Source: an optimization exercise on an open RTL-to-GDS flow (aim: small area, a short achievable clock period and few clock cycles per item). Production flows keep margins and buffers that such runs may drop.
The RTL was checked by simulation tests, not by an equivalence proof against the original design.
Power is estimated from default activity; no workload was simulated.

`design/flow/run.sh`:
```
#!/bin/bash
# synth_recipe.tcl (not shown) runs the flow's synth.tcl, then flattens the netlist and writes it again
# the make line also repeats each setting of config.mk as NAME=value (left out here)
make -C /OpenROAD-flow-scripts/flow DESIGN_CONFIG=/design/flow/config.mk WORK_HOME=/design/flow/orfs CLKGATE_MAP_FILE= SYNTH_SCRIPT=/design/flow/synth_recipe.tcl finish
```
`design/flow/config.mk`:
```
export PLATFORM = sky130hd
export DESIGN_NAME = outLayerTop
export DESIGN_NICKNAME = outLayerTop
export VERILOG_FILES = /design/flow/design.v
export SDC_FILE = /design/flow/constraint.sdc
export NUM_CORES = 4
export LEC_CHECK = 0
export ABC_AREA = 1
export CAP_MARGIN = 20
export CORE_MARGIN = 2
export CORE_UTILIZATION = 55
export SETUP_SLACK_MARGIN = 3.5
export SLEW_MARGIN = 20
```
`design/flow/constraint.sdc`:
```
create_clock -name core_clock -period 6.0 [get_ports {Clk}]
set_input_delay 1.2000 -clock core_clock [delete_from_list [all_inputs] [get_ports {Clk}]]
set_output_delay 1.2000 -clock core_clock [all_outputs]
set_load 0.01 [all_outputs]
```
`design/flow/design.v`:
```
`timescale 1ns/1ps
`timescale 1ns/1ps
`timescale 1ns/1ps
`timescale 1ns/1ps
`timescale 1ns/1ps
`timescale 1ns/1ps
`timescale 1ns/1ps
`timescale 1ns/1ps
`timescale 1ns/1ps
`default_nettype none
module outLayerTop (
    input  wire        Clk,
    input  wire        rstN,
    input  wire        weightWrEn,
    input  wire [8:0]  weightWrAddr,
    input  wire [7:0]  weightWrData,
    input  wire        pixelWrEn,
    input  wire [4:0]  pixelWrIdx,
    input  wire [7:0]  pixelWrData,
    input  wire        start,
    output reg         busy,
    output reg         done,
    output reg         scoreValid,
    output reg  [3:0]  scoreIdx,
    output wire [23:0] scoreValue,
    output reg  [3:0]  classIdx,
    output wire [23:0] classScore
);
    localparam NT = 30;
    localparam NN = 10;
    integer i, j;
    reg rstQ, rstQ2;
    always @(posedge Clk) begin
        rstQ  <= ~rstN;
        rstQ2 <= rstQ;
    end
    wire [8:0] wa = weightWrAddr;
    wire [10:0] ge;
    assign ge[0]  = 1'b1;
    assign ge[1]  = (wa >= 9'd30);
    assign ge[2]  = (wa >= 9'd60);
    assign ge[3]  = (wa >= 9'd90);
    assign ge[4]  = (wa >= 9'd120);
    assign ge[5]  = (wa >= 9'd150);
    assign ge[6]  = (wa >= 9'd180);
    assign ge[7]  = (wa >= 9'd210);
    assign ge[8]  = (wa >= 9'd240);
    assign ge[9]  = (wa >= 9'd270);
    assign ge[10] = (wa >= 9'd300);
    wire [9:0]  rowHit = ge[9:0] & ~ge[10:1];
    wire [31:0] lowEq  = 32'd1 << wa[4:0];
    reg  [29:0] wColHit;
    integer k;
    always @* begin
        for (j = 0; j < NT; j = j + 1) begin
            wColHit[j] = 1'b0;
            for (k = 0; k < NN; k = k + 1)
                wColHit[j] = wColHit[j] | (rowHit[k] & lowEq[(30 * k + j) % 32]);
        end
    end
    wire [31:0] pHit32  = 32'd1 << pixelWrIdx;
    wire [29:0] pColHit = pHit32[29:0];
    wire        wV = weightWrEn & ~ge[10];
    wire        pV = pixelWrEn & (pixelWrIdx < 5'd30);
    wire        rcSlot;
    wire [29:0] rcColOH;
    reg        s1_ww, s1_pw, s1_rc, s1_dual2;
    reg [9:0]  s1_rowOH;
    reg [29:0] s1_wColOH, s1_rdColOH;
    reg [7:0]  s1_wData, s1_pData;
    always @(posedge Clk) begin
        if (!rstN) begin
            s1_ww     <= 1'b0;
            s1_pw     <= 1'b0;
            s1_rc     <= 1'b0;
            s1_dual2  <= 1'b0;
            s1_rowOH  <= '0;
            s1_wColOH <= '0;
        end else begin
            s1_ww     <= wV;
            s1_pw     <= pV;
            s1_rc     <= rcSlot;
            s1_dual2  <= wV & pV & ((wColHit & pColHit) == 30'd0);
            s1_rowOH  <= wV ? rowHit : 10'd0;
            s1_wColOH <= wV ? wColHit : 30'd0;
        end
        s1_rdColOH <= rcSlot ? rcColOH : (pV ? pColHit : wColHit);
        s1_wData   <= weightWrData;
        s1_pData   <= pixelWrData;
    end
    reg [7:0] W [0:NN-1][0:NT-1];
    reg [7:0] P [0:NT-1];
    wire [7:0] wdEff = rstQ ? 8'd0 : s1_wData;
    wire [7:0] pdEff = rstQ ? 8'd0 : s1_pData;
    wire [9:0]  rowE = s1_rowOH | {NN{rstQ}};
    wire [29:0] colE = s1_wColOH | {NT{rstQ}};
    wire [29:0] pixE = (s1_rdColOH & {NT{s1_pw}}) | {NT{rstQ}};
    genvar gn, gt;
    generate
        for (gn = 0; gn < NN; gn = gn + 1) begin : gRow
            for (gt = 0; gt < NT; gt = gt + 1) begin : gCol
                always @(posedge Clk) begin
                    if (rowE[gn] & colE[gt]) W[gn][gt] <= wdEff;
                end
            end
        end
        for (gt = 0; gt < NT; gt = gt + 1) begin : gPix
            always @(posedge Clk) begin
                if (pixE[gt]) P[gt] <= pdEff;
            end
        end
    endgenerate
    reg [7:0] Wcol [0:NN-1];
    reg [7:0] Pc;
    always @* begin
        for (i = 0; i < NN; i = i + 1) begin
            Wcol[i] = 8'd0;
            for (j = 0; j < NT; j = j + 1)
                Wcol[i] = Wcol[i] | (W[i][j] & {8{s1_rdColOH[j]}});
        end
        Pc = 8'd0;
        for (j = 0; j < NT; j = j + 1)
            Pc = Pc | (P[j] & {8{s1_rdColOH[j]}});
    end
    reg        r_ww, r_pw, r_rc;
    reg [9:0]  r_rowOH;
    reg [7:0]  r_wData, r_pData, r_P;
    reg [7:0]  r_W [0:NN-1];
    always @(posedge Clk) begin
        if (!rstN) begin
            r_ww    <= 1'b0;
            r_pw    <= 1'b0;
            r_rc    <= 1'b0;
            r_rowOH <= 10'd0;
        end else begin
            r_ww    <= s1_ww;
            r_pw    <= s1_pw;
            r_rc    <= s1_rc;
            r_rowOH <= s1_rowOH;
        end
        for (i = 0; i < NN; i = i + 1)
            r_W[i] <= Wcol[i];
        r_P     <= Pc;
        r_wData <= s1_wData;
        r_pData <= s1_pData;
    end
    reg [7:0] Wn0;
    always @* begin
        Wn0 = 8'd0;
        for (i = 0; i < NN; i = i + 1)
            Wn0 = Wn0 | (r_W[i] & {8{r_rowOH[i]}});
    end
    wire [8:0] dw    = {r_wData[7], r_wData} - {Wn0[7], Wn0};
    wire [8:0] ndw   = {Wn0[7], Wn0} - {r_wData[7], r_wData};
    wire [8:0] dp    = r_rc ? {r_P[7], r_P} : ({r_pData[7], r_pData} - {r_P[7], r_P});
    wire [8:0] ndp   = r_rc ? (9'd0 - {r_P[7], r_P}) : ({r_P[7], r_P} - {r_pData[7], r_pData});
    wire       wOnly = r_ww & ~r_pw;
    wire       dual1 = r_ww & r_pw & (r_P != 8'd0) & (r_wData != Wn0);
    reg [7:0] s2_A [0:NN-1];
    reg [8:0] s2_B, s2_nB;
    reg       s2_dual1;
    always @(posedge Clk) begin
        if (!rstN) s2_dual1 <= 1'b0;
        else       s2_dual1 <= dual1;
        for (i = 0; i < NN; i = i + 1) begin
            if (r_rowOH[i])
                s2_A[i] <= wOnly ? r_P : r_wData;
            else if (r_pw | r_rc)
                s2_A[i] <= r_W[i];
            else
                s2_A[i] <= 8'd0;
        end
        s2_B  <= wOnly ? dw : dp;
        s2_nB <= wOnly ? ndw : ndp;
    end
    reg [19:0] s3_ps [0:NN-1];
    reg [19:0] s3_pc [0:NN-1];
    function automatic [39:0] boothCsa(input [7:0] a, input [8:0] b, input [8:0] nb);
        reg [8:0]  ax;
        reg [9:0]  pp;
        reg [19:0] r0, r1, r2, r3, x1, y1, x2, y2;
        reg        pos1, pos2, neg1, neg2;
        integer    jj;
        begin
            ax = {a, 1'b0};
            r0 = 20'd0; r1 = 20'd0; r2 = 20'd0; r3 = 20'd0;
            for (jj = 0; jj < 4; jj = jj + 1) begin
                pos1 = ~ax[2*jj+2] & (ax[2*jj+1] ^ ax[2*jj]);
                pos2 = ~ax[2*jj+2] & ax[2*jj+1] & ax[2*jj];
                neg1 =  ax[2*jj+2] & (ax[2*jj+1] ^ ax[2*jj]);
                neg2 =  ax[2*jj+2] & ~ax[2*jj+1] & ~ax[2*jj];
                pp = ({10{pos1}} & {b[8], b})  | ({10{pos2}} & {b, 1'b0}) |
                     ({10{neg1}} & {nb[8], nb}) | ({10{neg2}} & {nb, 1'b0});
                case (jj)
                    0: r0 = {8'd0, ~pp[9], pp[9], pp[9], pp[8:0]};
                    1: r1 = {9'd0, 1'b1, ~pp[9], pp[8:0]} << 2;
                    2: r2 = {9'd0, 1'b1, ~pp[9], pp[8:0]} << 4;
                    default: r3 = {6'd0, 4'hf, ~pp[9], pp[8:0]} << 6;
                endcase
            end
            x1 = r0 ^ r1 ^ r2;
            y1 = ((r0 & r1) | (r0 & r2) | (r1 & r2)) << 1;
            x2 = x1 ^ y1 ^ r3;
            y2 = ((x1 & y1) | (x1 & r3) | (y1 & r3)) << 1;
            boothCsa = {x2, y2};
        end
    endfunction
    always @(posedge Clk) begin
        for (i = 0; i < NN; i = i + 1)
            {s3_ps[i], s3_pc[i]} <= boothCsa(s2_A[i], s2_B, s2_nB);
    end
    reg  [19:0] S [0:NN-1];
    wire        clrS;
    reg  [19:0] Snext [0:NN-1];
    always @* begin
        for (i = 0; i < NN; i = i + 1)
            Snext[i] = S[i] + s3_ps[i] + s3_pc[i];
    end
    always @(posedge Clk) begin
        for (i = 0; i < NN; i = i + 1)
            S[i] <= (rstQ | rstQ2 | clrS) ? 20'd0 : Snext[i];
    end
    localparam [2:0] ST_IDLE = 3'd0, ST_WAIT = 3'd1, ST_RC = 3'd2, ST_DRAIN = 3'd3,
                     ST_OUT = 3'd4;
    reg [2:0]  state;
    reg [1:0]  wc;
    reg [29:0] rcOH;
    reg        dirty;
    reg [9:0]  outOH;
    reg [3:0]  outCnt;
    reg        first;
    reg [19:0] scoreR, classR, nxt;
    assign rcSlot  = (state == ST_RC);
    assign rcColOH = rcOH;
    assign clrS    = (state == ST_RC) && rcOH[0];
    reg [19:0] Snx;
    always @* begin
        Snx = 20'd0;
        for (i = 2; i < NN; i = i + 1)
            Snx = Snx | (S[i] & {20{outOH[i-1]}});
    end
    wire takeNew = {~nxt[19], nxt[18:0]} > {~classR[19], classR[18:0]};
    assign scoreValue = {{4{scoreR[19]}}, scoreR};
    assign classScore = {{4{classR[19]}}, classR};
    always @(posedge Clk) begin
        if (!rstN) begin
            state      <= ST_IDLE;
            busy       <= 1'b0;
            done       <= 1'b0;
            scoreValid <= 1'b0;
            scoreIdx   <= 4'd0;
            classIdx   <= 4'd0;
            classR     <= 20'd0;
            dirty      <= 1'b0;
            wc         <= 2'd0;
            rcOH       <= 30'd0;
            outOH      <= 10'd0;
            outCnt     <= 4'd0;
            first      <= 1'b0;
        end else begin
            if (s1_dual2 | s2_dual1) dirty <= 1'b1;
            case (state)
                ST_IDLE: begin
                    done       <= 1'b0;
                    scoreValid <= 1'b0;
                    if (start) begin
                        busy  <= 1'b1;
                        state <= ST_WAIT;
                        wc    <= 2'd0;
                    end
                end
                ST_WAIT: begin
                    wc <= wc + 2'd1;
                    if (wc == 2'd0) begin
                    end else if (dirty | s2_dual1) begin
                        dirty <= 1'b0;
                        state <= ST_RC;
                        rcOH  <= 30'd1;
                    end else begin
                        state  <= ST_OUT;
                        outOH  <= 10'd1;
                        outCnt <= 4'd0;
                        first  <= 1'b1;
                    end
                end
                ST_RC: begin
                    rcOH <= {rcOH[28:0], 1'b0};
                    if (rcOH[29]) begin
                        state <= ST_DRAIN;
                        wc    <= 2'd0;
                    end
                end
                ST_DRAIN: begin
                    wc <= wc + 2'd1;
                    if (wc == 2'd2) begin
                        state  <= ST_OUT;
                        outOH  <= 10'd1;
                        outCnt <= 4'd0;
                        first  <= 1'b1;
                    end
                end
                ST_OUT: begin
                    first <= 1'b0;
                    if (done) begin
                        state      <= ST_IDLE;
                        busy       <= 1'b0;
                        done       <= 1'b0;
                        scoreValid <= 1'b0;
                    end else begin
                        scoreValid <= 1'b1;
                        scoreIdx   <= outCnt;
                        outCnt     <= outCnt + 4'd1;
                        outOH      <= {outOH[8:0], 1'b0};
                        done       <= outOH[9];
                        if (first) begin
                            classIdx <= 4'd0;
                            classR   <= Snext[0];
                        end else if (takeNew) begin
                            classIdx <= outCnt;
                            classR   <= nxt;
                        end
                    end
                end
                default: state <= ST_IDLE;
            endcase
        end
    end
    always @(posedge Clk) begin
        scoreR <= first ? Snext[0] : nxt;
        nxt    <= first ? Snext[1] : Snx;
    end
endmodule
`default_nettype wire
```
==> run_results.csv, run 1 <==
group,metric,value,unit
setup_path,crit_arrival,3.27,ns
synth,synth_cell_type_count,62,
clock_tree,cts.sinks,3549,
floorplan,dieHeight,527.3,um
route,vias,112700,
sta,holdWs,0.3557,ns
floorplan,io_pins,94,
setup_path,critPathKind,"flop to flop",
final_layout,nets,14410,
sta,finalWorstPathRequiredPeriod,2.694,ns
clock_tree,cts_inserted_buffers,369,
synth,ys_seq_elements,3549,
floorplan,core_area,272900,um2
route,via_per_inst,6.379,
setup_path,required,6.58,ns
setup_path,cp_max_fo,9,
power_and_ir_drop,p_total,0.08200,W
min_path,min_from,"s1_wData[7]",
route,firstDrtPassIters,9,
min_path,hold_path_class,"flop to flop",
clock_tree,h-tree-depth,5,
floorplan,die-area,278000,um2
floorplan,initial_core_util,55.19,%
synth,synthCells,13370,
clock_tree,cts_buffer_depth,4,
power_and_ir_drop,power_density,461.5,nW/um2
sta,finalSetupTns,0,ns
route,drt_wl_total,557300,um
sta,relSlewSlack,18.71,%
synth,syn_nets,14020,
sta,clock.fmax,371.2,MHz
final_layout,fin_area,177700,um2
global_routing,grt_pass1_vias,104700,
route,antenna_left,0,
final_layout,drive_gt1_share,17.09,%
sta,period_share,44.90,%
global_routing,grt_start_max_net_pins,200,
setup_path,path_cells,"buf_12 -> nand2_2 -> nand4_1 -> a21oi_2 -> nand4_1 -> nor4_4 -> nand4_1",
synth,yosysWarnings,10,
setup_path,reg2reg_from,"s1_rdColOH[9]",
synth,synth_edf_count,2640,
setup_path,r2r_slack,3.31,ns
clock_tree,path_clk_slew,0.06,ns
global_routing,grt_pass1_wl,767100,um
floorplan,row_count,192,
synth,synthArstFlopShare,0,%
clock_tree,cts_tree,"yes",
sta,grt_setup_unrepaired,"true",
power_and_ir_drop,irDropWorstVdd,0.3275,mV
setup_path,r2r-end,"r_W[9][1]",
synth,synth_ff_type,"edfxtp_1",
sta,slew_viol_final,0,
placed_design,portBuffers,93,
setup_path,start_kind,"flop",
sta,fin_skew,0.1117,ns
floorplan,dieWidth,527.3,um
min_path,whs_path_depth,0,
clock_tree,clockRootBuffer,"clkbuf_16",
global_routing,antenna_found_initial,27,
synth,ys_seq_area_share,64.72,%
setup_path,crit_top_cell,"nand4_1",
placed_design,hpwlAfterDp,338800,um
placed_design,gp_congestion,0.9793,
clock_tree,insertion_delay,0.99,ns
min_path,hold-path-endpoint,"r_wData[7]",
synth,syn_area,150600,um2
sta,worst_pin_slew,1.216,ns
sta,finalHoldViolCount,0,
setup_path,end_kind,"flop",
power_and_ir_drop,p_leak,65.04,nW
route,drt_iter0_drc,15310,
sta,final-setup-viol-count,0,
global_routing,grt.overflow.total,0,
setup_path,max_stage_delay,0.59,ns
global_routing,track_usage,38.42,%
setup_path,rr_worst_depth,7,
route,drc,0,
flow_run,drv_cap,0,
route,wl_per_cell,31.56,um
synth,syn_area_per_cell,11.27,um2
final_layout,synthToLayoutAreaGrowth,17.97,%
setup_path,crit_path_top_delay_cell,"nand4_1",
placed_design,dpl_cell_area,155900,um2
status,status,"complete, no violations",
[what timing repair did]
item                                     CTS  global route
hold buffers                               0             0
endpoints found under the setup margin  3168          1737
pin swaps                                 90           175
gates cloned                              28            21
resized for setup                       1404           617
hold endpoints to repair                   0             0
buffers inserted                         151           135
[flip-flops by register name (all words and copies together) (netlist names), 9 cells and up]
| signal | cells |
|---|---|
| r_W | 80 |
| W | 2400 |
| s1_rdColOH | 30 |
| s1_wColOH | 30 |
| outOH | 10 |
| classR | 20 |
| r_rowOH | 10 |
| s3_ps | 160 |
| P | 240 |
| scoreR | 20 |
| nxt | 20 |
| s3_pc | 120 |
| s2_nB | 9 |
| s1_rowOH | 10 |
| s2_A | 80 |
| S | 200 |
| rcOH | 30 |
[through the flow]
| step | std cells | setup WS, ns | util (%) |
|---|---|---|---|
| detailed placement | 16630 | 1.521 | 57.11 |
| global route | 17650 | 3.305 | 65.09 |
| global placement | 16630 | 1.389 | 57.10 |
| finish | 17660 | 3.306 | 65.11 |
| floorplan | 13370 | 2.131 | - |
| CTS | 17490 | 3.256 | 63.73 |
[synth_stat cells (17+ instances only)]
cell       instances  area (um2)
a2111oi_0         47       411.6
a211oi_1          73       548.0
a21o_1            18       135.1
a21oi_1          721        3608
a221oi_1         304        2663
a22o_1           200        1752
a31oi_1           19       118.9
buf_1             82       307.8
buf_2             20       100.1
clkbuf_1         525        1971
clkinv_1          19       71.32
dfxtp_1          909       18200
edfxtp_1        2640       79280
fa_1             294        5886
ha_1             326        4079
inv_1            713        2676
nand2_1         3113       11680
nand3_1          644        3223
nand4_1          316        1977
nor2_1          1064        3994
nor3_1            86       430.4
nor4_1            50       312.8
o211ai_1          17       127.6
o21a_1            17       127.6
o21ai_0          659        3298
o221ai_1          86       753.2
o22ai_1          171        1070
o31ai_1           22       165.2
xnor2_1           31       271.5
xor2_1            33       289.0
[critical path, delay by kind of cell (launching register included)]
kind	cells	cell delay, ns
AO/OA/AOI/OAI	1	0.18
buffers and inverters	1	0.19
flip-flops	1	0.44
AND/OR/NAND/NOR	5	1.48
[worst max path at each step]
stage	startpoint	cells after the start	to	slack [ns]
6_report	s1_rdColOH[9]	7	r_W[9][1]	3.31
5_1_grt	S[1][5]	9	nxt[18]	3.31
4_1_cts	classR[19]	1	classScore[19]	3.26
3_5_place_dp	weightWrAddr[7]	18	s1_dual2	1.52
3_3_place_gp	weightWrAddr[7]	18	s1_dual2	1.39
2_1_floorplan	rstQ	4	W[0][4]	2.13
[layer usage]
layer	GRT usage (%)	wire length, um	vias up
met3	8.280	66580	1566
met5	0	80	-
li1	-	-	48510
met2	57.67	242500	7434
met4	20.84	39400	12
met1	52.44	208700	55130
[where the power goes]
group | internal, W | switching, W | leakage (nW)
clock network | 0.0131 | 0.00984 | 5.87
registers | 0.0296 | 0.00215 | 31.0
logic | 0.00938 | 0.0179 | 28.2
total | 0.0521 | 0.0299 | 65.0
[cells in the final DEF (no fill, tap or decap), types with 250 or more instances in the layout]
cell / Yosys / layout
fa_1: 294 / 280
a221oi_1: 304 / 250
nand2_1: 3113 / 3057
nor2_2: 8 / 384
nor2_1: 1064 / 559
buf_4: 10 / 383
nand3_1: 644 / 608
edfxtp_1: 2640 / 2640
o21ai_0: 659 / 533
clkbuf_16: 0 / 398
a21oi_1: 721 / 674
ha_1: 326 / 262
nand4_1: 316 / 316
inv_1: 713 / 668
dfxtp_1: 909 / 714
[cell families after synthesis]
family	count (synthesis)	synth area share, %
and+or+nand+nor	5335	14.66
DFF	3549	64.72
AOI/OAI and AO/OA	2414	10.13
buffers and inverters	1383	3.503
adders and majority gates	620	6.616
xor gates and xnor gates	64	0.3722
[area by class of cell]
class                           count  area, um2
Sequential cell                  3549      97850
Clock inverter                    199       2011
Timing Repair inverter              1      7.507
Inverter                          743       2907
Clock buffer                      476      10040
Tap cell                         3589       4491
Multi-Input combinational cell   8437      52890
Fill cell                       20530      95230
Timing Repair Buffer              649       7441
Antenna cell                       17      42.54
Testbench counts, summed over its fixed seeds: cycles 2,808, items 64.
==> run 2, diff against run 1 <==
--- a/design/flow/design.v
+++ b/design/flow/design.v
@@ -67,5 +67,6 @@
     reg        s1_ww, s1_pw, s1_rc, s1_dual2;
     reg [9:0]  s1_rowOH;
-    reg [29:0] s1_wColOH, s1_rdColOH;
+    reg [29:0] s1_rdColOH;
+    reg [4:0]  s1_pIdx;
     reg [7:0]  s1_wData, s1_pData;
     always @(posedge Clk) begin
@@ -76,5 +77,4 @@
             s1_dual2  <= 1'b0;
             s1_rowOH  <= '0;
-            s1_wColOH <= '0;
         end else begin
             s1_ww     <= wV;
@@ -83,7 +83,7 @@
             s1_dual2  <= wV & pV & ((wColHit & pColHit) == 30'd0);
             s1_rowOH  <= wV ? rowHit : 10'd0;
-            s1_wColOH <= wV ? wColHit : 30'd0;
         end
-        s1_rdColOH <= rcSlot ? rcColOH : (pV ? pColHit : wColHit);
+        s1_rdColOH <= rcSlot ? rcColOH : (wV ? wColHit : pColHit);
+        s1_pIdx    <= pixelWrIdx;
         s1_wData   <= weightWrData;
         s1_pData   <= pixelWrData;
@@ -91,9 +91,9 @@
     reg [7:0] W [0:NN-1][0:NT-1];
     reg [7:0] P [0:NT-1];
-    wire [7:0] wdEff = rstQ ? 8'd0 : s1_wData;
     wire [7:0] pdEff = rstQ ? 8'd0 : s1_pData;
     wire [9:0]  rowE = s1_rowOH | {NN{rstQ}};
-    wire [29:0] colE = s1_wColOH | {NT{rstQ}};
-    wire [29:0] pixE = (s1_rdColOH & {NT{s1_pw}}) | {NT{rstQ}};
+    wire [29:0] colE = s1_rdColOH | {NT{rstQ}};
+    wire [31:0] pIdxOH = 32'd1 << s1_pIdx;
+    wire [29:0] pixE = (pIdxOH[29:0] & {NT{s1_pw}}) | {NT{rstQ}};
     genvar gn, gt;
     generate
@@ -101,5 +101,5 @@
             for (gt = 0; gt < NT; gt = gt + 1) begin : gCol
                 always @(posedge Clk) begin
-                    if (rowE[gn] & colE[gt]) W[gn][gt] <= wdEff;
+                    if (rowE[gn] & colE[gt]) W[gn][gt] <= s1_wData & {8{s1_rowOH[gn]}};
                 end
             end
@@ -225,5 +225,5 @@
     reg [2:0]  state;
     reg [1:0]  wc;
-    reg [29:0] rcOH;
+    reg [4:0]  rcCnt;
     reg        dirty;
     reg [9:0]  outOH;
@@ -232,6 +232,6 @@
     reg [19:0] scoreR, classR, nxt;
     assign rcSlot  = (state == ST_RC);
-    assign rcColOH = rcOH;
-    assign clrS    = (state == ST_RC) && rcOH[0];
+    assign rcColOH = 30'd1 << rcCnt;
+    assign clrS    = (state == ST_RC) && (rcCnt == 5'd0);
     reg [19:0] Snx;
     always @* begin
@@ -254,5 +254,5 @@
             dirty      <= 1'b0;
             wc         <= 2'd0;
-            rcOH       <= 30'd0;
+            rcCnt      <= 5'd0;
             outOH      <= 10'd0;
             outCnt     <= 4'd0;
@@ -276,5 +276,5 @@
                         dirty <= 1'b0;
                         state <= ST_RC;
-                        rcOH  <= 30'd1;
+                        rcCnt <= 5'd0;
                     end else begin
                         state  <= ST_OUT;
@@ -285,6 +285,6 @@
                 end
                 ST_RC: begin
-                    rcOH <= {rcOH[28:0], 1'b0};
-                    if (rcOH[29]) begin
+                    rcCnt <= rcCnt + 5'd1;
+                    if (rcCnt == 5'd29) begin
                         state <= ST_DRAIN;
                         wc    <= 2'd0;
--- a/design/flow/config.mk
+++ b/design/flow/config.mk
@@ -10,4 +10,6 @@
 export CORE_MARGIN = 2
 export CORE_UTILIZATION = 55
+export CTS_CLUSTER_DIAMETER = 80
+export CTS_CLUSTER_SIZE = 25
 export SETUP_SLACK_MARGIN = 3.5
 export SLEW_MARGIN = 20
==> run_results.csv, run 2 <==
group,metric,value,unit
synth,synthArstFlopShare,0,%
placed_design,pre_cts_slack,1.347,ns
synth,ys_seq_elements,3499,
synth,yosysTopAreaCell,"edfxtp_1",
sta,slew_viol_final,0,
setup_path,end_kind,"primary output",
clock_tree,hold_buffers,0,
route,via_per_inst,6.426,
final_layout,final_cell_mix,"2793 x nand2_1, 2640 x edfxtp_1, 805 x nor2_1",
clock_tree,h-tree-depth,4,
synth,synth_edf_count,2640,
synth,syn_area,150100,um2
clock_tree,cts_tree,"yes",
route,antenna_left,0,
synth,yosysMostFrequentCell,"nand2_1",
sta,final-setup-viol-count,0,
global_routing,grt_pass1_wl,749000,um
final_layout,largest_register_ffs,2400,
route,drt_wl_total,541500,um
route,wl_per_cell,31.44,um
power_and_ir_drop,power_density,441.3,nW/um2
floorplan,core_area,271000,um2
sta,fin_skew,0.08418,ns
clock_tree,cts_inserted_buffers,180,
placed_design,gp_congestion,0.9714,
clock_tree,path_clk_slew,0.09,ns
placed_design,dpl_cell_area,155200,um2
setup_path,critPathKind,"flop to primary output",
clock_tree,cts_buffer_depth,4,
floorplan,dieWidth,526.4,um
synth,synthCells,13370,
final_layout,synthToLayoutAreaGrowth,13.13,%
setup_path,crit_arrival,1.48,ns
synth,syn_area_per_cell,11.22,um2
setup_path,start_kind,"flop",
min_path,hold_path_class,"flop to flop",
flow_run,drv_cap,0,
synth,synth_ff_type,"edfxtp_1",
setup_path,cp_max_fo,5,
final_layout,fin_cells,17220,
synth,ys_seq_area_share,64.29,%
clock_tree,cts.sinks,3499,
sta,finalWorstPathRequiredPeriod,2.678,ns
sta,grt_setup_unrepaired,"true",
route,firstDrtPassIters,7,
sta,finalSetupTns,0,ns
sta,worst_pin_slew,1.294,ns
route,drc,0,
synth,yosysTopAreaCellShare,52.83,%
synth,synth_cell_type_count,62,
final_layout,regMostFlops,"W",
placed_design,dp_cells,16600,
global_routing,track_usage,37.57,%
global_routing,grt_start_max_net_pins,81,
sta,clock.fmax,373.4,MHz
floorplan,dieHeight,526.4,um
sta,period_share,44.64,%
setup_path,required,4.80,ns
synth,synth.top_cells.by_count,"2858 x nand2_1, 2640 x edfxtp_1, 1182 x nor2_1",
floorplan,die-area,277000,um2
sta,worst_slack,3.322,ns
clock_tree,clockRootBuffer,"clkbuf_16",
final_layout,mostFrequentLayoutCell,"nand2_1",
power_and_ir_drop,irDropWorstVdd,0.3643,mV
synth,syn_nets,14030,
final_layout,drive_gt1_share,14.82,%
route,drt_iter0_drc,14430,
power_and_ir_drop,p_leak,63.96,nW
status,status,"complete, no violations",
synth,yosysWarnings,10,
final_layout,reg.largest.list,"W: 2400 flops, P: 240 flops, S: 200 flops",
route,vias,110700,
global_routing,grt_pass1_vias,102800,
sta,finalHoldViolCount,0,
floorplan,initial_core_util,55.38,%
final_layout,fin_area,169800,um2
floorplan,io_pins,94,
global_routing,antenna_found_initial,17,
floorplan,row_count,191,
clock_tree,insertion_delay,0.95,ns
final_layout,nets,14170,
placed_design,portBuffers,93,
sta,relSlewSlack,13.72,%
synth,synth_area_leaders,"edfxtp_1 53%, dfxtp_1 11%, nand2_1 7.1%",
global_routing,grt.overflow.total,0,
final_layout,finalCoreUtilization,62.64,%
placed_design,hpwlAfterDp,349900,um
[run 2: changes by cell type after synthesis, sizes merged, moves of 11 or more]
cell / previous run / this run
a21oi: 724 / 674
a22o: 200 / 211
buf: 115 / 133
dfxtp: 909 / 859
inv: 724 / 829
nand2: 3122 / 2863
nand3: 646 / 708
nor2: 1075 / 1184
o21ai: 677 / 690
o22ai: 171 / 190
[run 2: kinds of logic (layout without fill, tap and decap cells)]
family	count (synthesis)	count (layout)	share of synthesized area, %
DFF	3499	3499	64.29
other	0	20	0
AOI/OAI and AO/OA	2417	2418	10.22
adders and majority gates	626	626	6.690
buffers and inverters	1507	1763	3.842
muxes	2	2	0.01334
xor gates and xnor gates	77	77	0.4494
and+or+nand+nor	5244	5247	14.50
[run 2: timing repair]
| item | CTS | global route |
|---|---|---|
| buffers inserted | 139 | 116 |
| setup endpoints to repair | 2609 | 1007 |
| gates resized for setup | 1258 | 677 |
| pin swaps | 114 | 193 |
| gates cloned | 26 | 13 |
| endpoints found under the hold margin | 0 | 0 |
[run 2: per-layer routing]
| metal | GRT usage (%) | vias to the layer above | share of wire, % |
|---|---|---|---|
| met2 | 57.55 | 7053 | 44 |
| li1 | - | 47790 | - |
| met5 | 0 | - | 0.015 |
| met4 | 20.69 | 10 | 6.9 |
| met1 | 50.76 | 54310 | 38 |
| met3 | 7.237 | 1513 | 11 |
[run 2: path summary, 6_finish.rpt]
check                                   start  slack (ns)             end  cells past startpoint
worst min register to register    s1_pData[6]        0.40      r_pData[6]                      0
worst min-delay path              s1_pData[6]        0.40      r_pData[6]                      0
worst max-delay path               scoreR[19]        3.32  scoreValue[20]                      2
worst max register to register  s1_rdColOH[9]        3.33       r_W[5][1]                      7
[run 2: layout make-up]
type | instances | area (um2)
clock buffer | 264 | 4966
clock inverter | 45 | 609.3
tap | 3570 | 4467
fill | 21140 | 101200
inverter | 844 | 3319
sequential | 3499 | 96910
timing repair inverter | 9 | 65.06
timing repair buffer | 601 | 6501
multi-input combinational | 8370 | 52880
antenna | 20 | 50.05
[run 2: metrics by stage]
stage          power (W)  hold WS [ns]
3_5_place_dp     0.05476        0.4078
4_1_cts          0.07128        0.4284
3_3_place_gp     0.05444        0.4013
6_report         0.07492        0.4027
5_1_grt          0.07781        0.4289
2_1_floorplan    0.04543        0.3290
[run 2: critical path, stage by stage (launching register included)]
cell,delay (ns)
dfxtp_4,0.38
buf_6,0.11
buf_6,0.11
[run 2: power by group]
part / total [W] / leakage [nW] / switching, W / internal, W
Clock: 0.0141 / 2.68 / 0.00807 / 0.00603
Combinational: 0.0289 / 28.2 / 0.0188 / 0.0101
Sequential: 0.0319 / 33.1 / 0.00259 / 0.0293
Total: 0.0749 / 64.0 / 0.0295 / 0.0455
Testbench counts of run 2, summed over its fixed seeds: cycles 2,808, items 64.
==> run 3, diff against run 2 <==
--- a/design/flow/config.mk
+++ b/design/flow/config.mk
@@ -12,4 +12,4 @@
 export CTS_CLUSTER_DIAMETER = 80
 export CTS_CLUSTER_SIZE = 25
-export SETUP_SLACK_MARGIN = 3.5
+export SETUP_SLACK_MARGIN = 3.7
 export SLEW_MARGIN = 20
==> run_results.csv, run 3 <==
group,metric,value,unit
final_layout,reg.largest.list,"W: 2400 flops, P: 240 flops, S: 200 flops",
final_layout,filler_cell_count,19550,
clock_tree,path_clk_slew,0.10,ns
sta,final-setup-viol-count,0,
setup_path,rr_worst_depth,9,
setup_path,end_kind,"flop",
clock_tree,cts_inserted_buffers,182,
clock_tree,cts_buffer_depth,4,
final_layout,multi_input_area,58550,um2
route,drt_iter0_drc,17220,
min_path,hold_path_class,"flop to flop",
route,drt_wl_total,601700,um
route,drc,0,
global_routing,antenna_found_initial,48,
sta,finalWorstPathRequiredPeriod,2.716,ns
final_layout,final_cell_mix,"2668 x nand2_1, 2640 x edfxtp_1, 669 x inv_1",
floorplan,dieHeight,526.4,um
final_layout,finalCoreUtilization,67.41,%
sta,worst_pin_slew,1.116,ns
global_routing,grt_pass1_wl,806500,um
final_layout,regMostFlops,"W",
sta,clock.fmax,368.2,MHz
floorplan,row_count,191,
sta,holdWs,0.3737,ns
clock_tree,hold_buffers,0,
final_layout,mostFrequentLayoutCell,"nand2_1",
synth,ys_seq_area_share,64.29,%
route,vias,117100,
final_layout,largest_register_ffs,2400,
synth,syn_area_per_cell,11.22,um2
floorplan,dieWidth,526.4,um
synth,ys_seq_elements,3499,
final_layout,area.sequential,97100,um2
sta,slew_viol_final,0,
synth,yosysTopAreaCellShare,52.83,%
global_routing,grt.overflow.total,0,
sta,fin_skew,0.08013,ns
clock_tree,insertion_delay,0.96,ns
placed_design,gp_congestion,0.9971,
sta,grt_setup_unrepaired,"true",
route,firstDrtPassIters,9,
setup_path,required,6.73,ns
power_and_ir_drop,p_leak,69.00,nW
synth,synth_ff_type,"edfxtp_1",
synth,syn_nets,14030,
clock_tree,clockRootBuffer,"clkbuf_16",
setup_path,start_kind,"flop",
sta,finalHoldViolCount,0,
flow_run,drv_cap,0,
clock_tree,h-tree-depth,4,
setup_path,crit_arrival,3.45,ns
setup_path,cp_max_fo,8,
global_routing,grt_start_max_net_pins,81,
placed_design,hpwlAfterDp,346700,um
final_layout,drive_gt1_share,25.09,%
synth,synthCells,13370,
floorplan,io_pins,94,
min_path,whs_path_depth,0,
global_routing,track_usage,41.05,%
synth,synth.top_cells.by_count,"2858 x nand2_1, 2640 x edfxtp_1, 1182 x nor2_1",
final_layout,synthToLayoutAreaGrowth,21.74,%
synth,yosysMostFrequentCell,"nand2_1",
floorplan,core_area,271000,um2
sta,finalSetupTns,0,ns
placed_design,portBuffers,93,
synth,syn_area,150100,um2
global_routing,grt_pass1_vias,106800,
route,wl_per_cell,33.86,um
synth,synth_edf_count,2640,
synth,synth_area_leaders,"edfxtp_1 53%, dfxtp_1 11%, nand2_1 7.1%",
synth,synthArstFlopShare,0,%
power_and_ir_drop,power_density,457.1,nW/um2
final_layout,nets,14690,
route,antenna_left,0,
setup_path,critPathKind,"flop to flop",
synth,synth_cell_type_count,62,
power_and_ir_drop,irDropWorstVdd,0.5399,mV
status,status,"complete, no violations",
sta,period_share,45.27,%
floorplan,die-area,277000,um2
route,via_per_inst,6.591,
synth,yosysTopAreaCell,"edfxtp_1",
sta,relSlewSlack,25.51,%
floorplan,initial_core_util,55.38,%
clock_tree,cts_tree,"yes",
synth,yosysWarnings,10,
clock_tree,cts.sinks,3499,
run 3: final timing paths:
path          startpoint         end  slack, ns
max            r_W[4][6]    s2_dual1       3.28
min          s1_pData[4]  r_pData[4]       0.37
max reg2reg    r_W[4][6]    s2_dual1       3.28
min reg2reg  s1_pData[4]  r_pData[4]       0.37
run 3: critical path: stages, from the launching register on:
cell      delay (ns)
dfxtp_2         0.42
nand2_2         0.16
nand4_1         0.17
nor4_4          0.37
inv_1           0.13
ha_4            0.26
inv_6           0.10
nor3_4          0.05
buf_6           0.12
a311oi_4        0.71
run 3: kinds of logic after synthesis:
kind of cell    share of synthesized area, %
xor+xnor                              0.4494
buf+inv                                3.842
compound gates                         10.22
fa+ha+maj                              6.690
flops                                  64.29
simple gates                           14.50
mux                                  0.01334
run 3: final cells by class:
type / instances / area share [%]
multi-input combinational: 8374 / 32.05
antenna: 30 / 0.04109
timing repair inverter: 9 / 0.04109
tap: 3570 / 2.445
timing repair buffer: 1120 / 7.212
inverter: 844 / 1.900
clock buffer: 265 / 2.721
sequential: 3499 / 53.15
clock inverter: 58 / 0.4424
run 3: power by group:
group / internal (W) / total [W] / leakage (nW) / switching, W
clock network: 0.00628 / 0.0145 / 2.79 / 0.00827
logic: 0.0141 / 0.0371 / 33.1 / 0.0229
registers: 0.0294 / 0.0319 / 33.1 / 0.00253
total: 0.0498 / 0.0835 / 69.0 / 0.0337
run 3: timing repair:
action / 4_1_cts / 5_1_grt
cloned: 74 / 24
buffers inserted: 375 / 362
pin swaps: 291 / 639
resized for setup: 2151 / 1505
endpoints found under the setup margin: 3314 / 1568
run 3: metal layers:
metal | vias up | part of all wire [%] | track usage, %
met4 | 32 | 8.1 | 24.89
met2 | 8596 | 43 | 60.84
met1 | 57520 | 36 | 54.75
met3 | 2068 | 13 | 10.25
met5 | - | 0.044 | 0
li1 | 48900 | - | -
run 3: stage by stage:
stage,total power (W),setup slack [ns],cells,cell area (um2)
finish,0.08351,3.284,17770,182700
global route,0.08597,3.309,17740,182600
CTS,0.07580,3.351,17350,173200
detailed placement,0.05472,1.415,16580,155300
global placement,0.05439,1.343,16580,155200
floorplan,0.04547,3.377,13370,150400
==> run 4, diff against run 3 <==
--- a/design/flow/config.mk
+++ b/design/flow/config.mk
@@ -12,4 +12,4 @@
 export CTS_CLUSTER_DIAMETER = 80
 export CTS_CLUSTER_SIZE = 25
-export SETUP_SLACK_MARGIN = 3.7
+export SETUP_SLACK_MARGIN = 3.3
 export SLEW_MARGIN = 20
==> run_results.csv, run 4 <==
group,metric,value,unit
final_layout,drive_gt1_share,9.242,%
final_layout,largest_register_ffs,2400,
status,status,"complete, no violations",
power_and_ir_drop,power_density,434.5,nW/um2
synth,yosysTopAreaCellShare,52.83,%
global_routing,grt.overflow.total,0,
placed_design,hpwlAfterDp,346100,um
final_layout,synthToLayoutAreaGrowth,9.777,%
synth,yosysTopAreaCell,"edfxtp_1",
power_and_ir_drop,p_leak,62.48,nW
setup_path,critPathKind,"flop to flop",
min_path,hold_path_class,"flop to flop",
power_and_ir_drop,internal_power,0.04358,W
global_routing,grt_pass1_vias,102100,
synth,synth_ff_type,"edfxtp_1",
power_and_ir_drop,clkPwrFrac,19.9,%
setup_path,end_kind,"flop",
sta,holdWs,0.4260,ns
synth,ys_seq_elements,3499,
sta,fin_skew,0.09623,ns
clock_tree,cts_buffer_depth,4,
route,drc,0,
route,drt_iter0_drc,14510,
sta,final-setup-viol-count,0,
final_layout,reg.largest.list,"W: 2400 flops, P: 240 flops, S: 200 flops",
setup_path,crit_path_top_delay_cell,"nand4_1",
synth,syn_nets,14030,
clock_tree,cts_inserted_buffers,183,
route,firstDrtPassIters,7,
route,vias,108900,
synth,yosysWarnings,10,
clock_tree,hold_buffers,0,
route,via_per_inst,6.390,
synth,syn_area_per_cell,11.22,um2
global_routing,grt_pass1_wl,736300,um
synth,synth_top_family_by_area,"simple AND/OR/NAND/NOR gates",
floorplan,row_count,191,
floorplan,core_area,271000,um2
floorplan,io_pins,94,
sta,worst_pin_slew,1.194,ns
sta,worst_slack,3.196,ns
sta,finalSetupTns,0,ns
clock_tree,cts_tree,"yes",
placed_design,portBuffers,93,
setup_path,max_stage_delay,0.65,ns
setup_path,crit_arrival,3.31,ns
sta,period_share,46.73,%
synth,ys_seq_area_share,64.29,%
synth,synth_cell_type_count,62,
setup_path,reg2reg_from,"s1_rdColOH[4]",
placed_design,pre_cts_slack,1.292,ns
sta,slew_viol_final,0,
setup_path,path_cells,"buf_12 -> a221oi_1 -> nand4_1 -> nor3_4 -> nand4_1",
global_routing,antenna_found_initial,23,
synth,synthCells,13370,
synth,synth_edf_count,2640,
clock_tree,cts.sinks,3499,
clock_tree,h-tree-depth,4,
power_and_ir_drop,p_sw,0.02800,W
synth,synth_area_leaders,"edfxtp_1 53%, dfxtp_1 11%, nand2_1 7.1%",
synth,synth_fa_ha_area_share,6.690,%
final_layout,regMostFlops,"W",
synth,synth-simple-area-share,14.50,%
clock_tree,clockRootBuffer,"clkbuf_16",
setup_path,cp_num_buf_inv,1,
power_and_ir_drop,irDropWorstVdd,0.3898,mV
floorplan,dieHeight,526.4,um
clock_tree,path_clk_slew,0.10,ns
synth,synthArstFlopShare,0,%
route,drt_wl_total,521700,um
placed_design,gp_congestion,0.9593,
clock_tree,insertion_delay,0.96,ns
power_and_ir_drop,power_frac_comb,35.6,%
global_routing,grt_start_max_net_pins,81,
sta,finalHoldViolCount,0,
final_layout,mostFrequentLayoutCell,"nand2_1",
flow_run,drv_cap,0,
synth,synth.top_cells.by_count,"2858 x nand2_1, 2640 x edfxtp_1, 1182 x nor2_1",
synth,synth_compound_area_share,10.22,%
global_routing,track_usage,36.69,%
route,antenna_left,0,
final_layout,nets,14000,
setup_path,crit_top_cell,"nand4_1",
setup_path,crit_path_start,"s1_rdColOH[4]",
floorplan,dieWidth,526.4,um
sta,grt_setup_unrepaired,"true",
synth,synth_mux_area_share,0.01334,%
min_path,min_from,"s1_pData[5]",
final_layout,filler_cell_count,21650,
synth,yosysMostFrequentCell,"nand2_1",
setup_path,cp_max_fo,46,
synth,syn_area,150100,um2
power_and_ir_drop,switching_share,39.12,%
final_layout,area.sequential,96710,um2
floorplan,initial_core_util,55.38,%
setup_path,cp_top_family,"simple AND/OR/NAND/NOR gates",
route,wl_per_cell,30.61,um
power_and_ir_drop,p_total,0.07158,W
setup_path,start_kind,"flop",
floorplan,die-area,277000,um2
synth,synth_xor_area_share,0.4494,%
final_layout,final_cell_mix,"2834 x nand2_1, 2640 x edfxtp_1, 1018 x nor2_1",
sta,relSlewSlack,20.41,%
final_layout,multi_input_area,50160,um2
sta,clock.fmax,356.7,MHz
power_and_ir_drop,p_seq_share,44.5,%
final_layout,finalCoreUtilization,60.79,%
sta,finalWorstPathRequiredPeriod,2.804,ns
setup_path,required,6.50,ns
## run 4: cell count changes in the layout (fill, tap and decap cells not counted), sizes merged, moves of 4 or more
cell,before,now
bufbuf,37,1
buf,1036,371
clkinvlp,31,23
inv,838,842
clkdlybuf4s50,20,24
clkdlybuf4s15,2,27
diode,30,23
clkbuf,288,245
## run 4: power by group through the flow
stage               Clock, W  Sequential, W  Combinational [W]
floorplan                  0         0.0308             0.0146
global placement           0         0.0322             0.0222
detailed placement         0         0.0323             0.0225
CTS                   0.0143         0.0318             0.0237
global route          0.0151         0.0320             0.0275
finish                0.0142         0.0318             0.0255
## run 4: layout make-up
cell class                 count  area share [%]
inverter                     844           1.994
clock buffer                 234           2.966
timing repair buffer         437           2.645
tap                         3570           2.711
timing repair inverter         5         0.01823
clock inverter                58          0.4823
multi-input combinational   8372           30.45
antenna                       23         0.03494
sequential                  3499           58.70
## run 4: worst register-to-register path, delay by kind of cell, from the launching register on
kind            cells  cell delay [ns]
flops               1             0.48
compound gates      1             0.41
simple gates        3             1.21
buf+inv             1             0.32
## run 4: per-stage QoR
step           std cells  area, um2
2_1_floorplan      13370     150100
6_report           17040     164700
3_3_place_gp       16610     155100
5_1_grt            17020     164700
3_5_place_dp       16610     155100
4_1_cts            16970     163000
## run 4: cell families after synthesis
| kind of cell | Yosys count |
|---|---|
| and+or+nand+nor | 5244 |
| DFF | 3499 |
| AOI/OAI and AO/OA | 2417 |
| buffers and inverters | 1507 |
| adders and majority gates | 626 |
| xor gates and xnor gates | 77 |
| muxes | 2 |
## run 4: worst paths after layout
path,to,slack (ns),depth (start not counted)
worst max-delay path,r_W[6][1],3.20,5
worst min-delay path,r_pData[5],0.43,0
worst max register to register,r_W[6][1],3.20,5
worst min register to register,r_pData[5],0.43,0
## run 4: repair_timing
action / in CTS / in global routing
gates resized for setup: 659 / 328
pin swaps: 42 / 60
buffers inserted: 64 / 37
gates cloned: 11 / 8
setup endpoints to repair: 2375 / 395
## run 4: layer usage
layer	vias up	global-route usage [%]	share of wire (%)
met2	6362	56.30	45
met1	53850	50.57	39
met4	24	18.10	5.8
li1	47450	-	-
met3	1219	6.738	10
met5	-	0	0.028

-- port drivers added, routing unchanged --
In the flow no input, the clock included, has a driving cell. The finished layouts below were timed again as built, in two steps. Step 1 (the two cells are an assumption about what drives the block):
set clk [get_ports {Clk}]
set_driving_cell -lib_cell sky130_fd_sc_hd__clkbuf_16 $clk
set_driving_cell -lib_cell sky130_fd_sc_hd__buf_2 [delete_from_list [all_inputs] $clk]
Step 2 times the ports against the registers' clock, not the clock port: input delays grow and output delays shrink by t, the midpoint of the rising clock arrivals with the driver on. a / b / c = ideal ports / drivers / drivers and shift; a / b = the first two.
run | t (ns) | setup slack, ns | hold WS [ns] | worst setup path after step 2 | cell pins on the clock port's net
run 1 | 1.034 | 3.306 / 3.236 / 2.648 | 0.356 / 0.356 / 0.356 | input to register | 1
run 2 | 1.008 | 3.322 / 3.220 / 2.479 | 0.403 / 0.403 / 0.403 | input to register | 1
run 3 | 1.030 | 3.284 / 3.271 / 2.749 | 0.374 / 0.374 / 0.374 | input to register | 1
run 4 | 1.010 | 3.196 / 3.196 / 2.304 | 0.426 / 0.426 / 0.426 | input to register | 1
After both steps setup and hold are still met in every run listed. For run 4, which loses most, drivers alone change the setup slack by 0.000 ns; drivers and shift together by -0.892 ns.
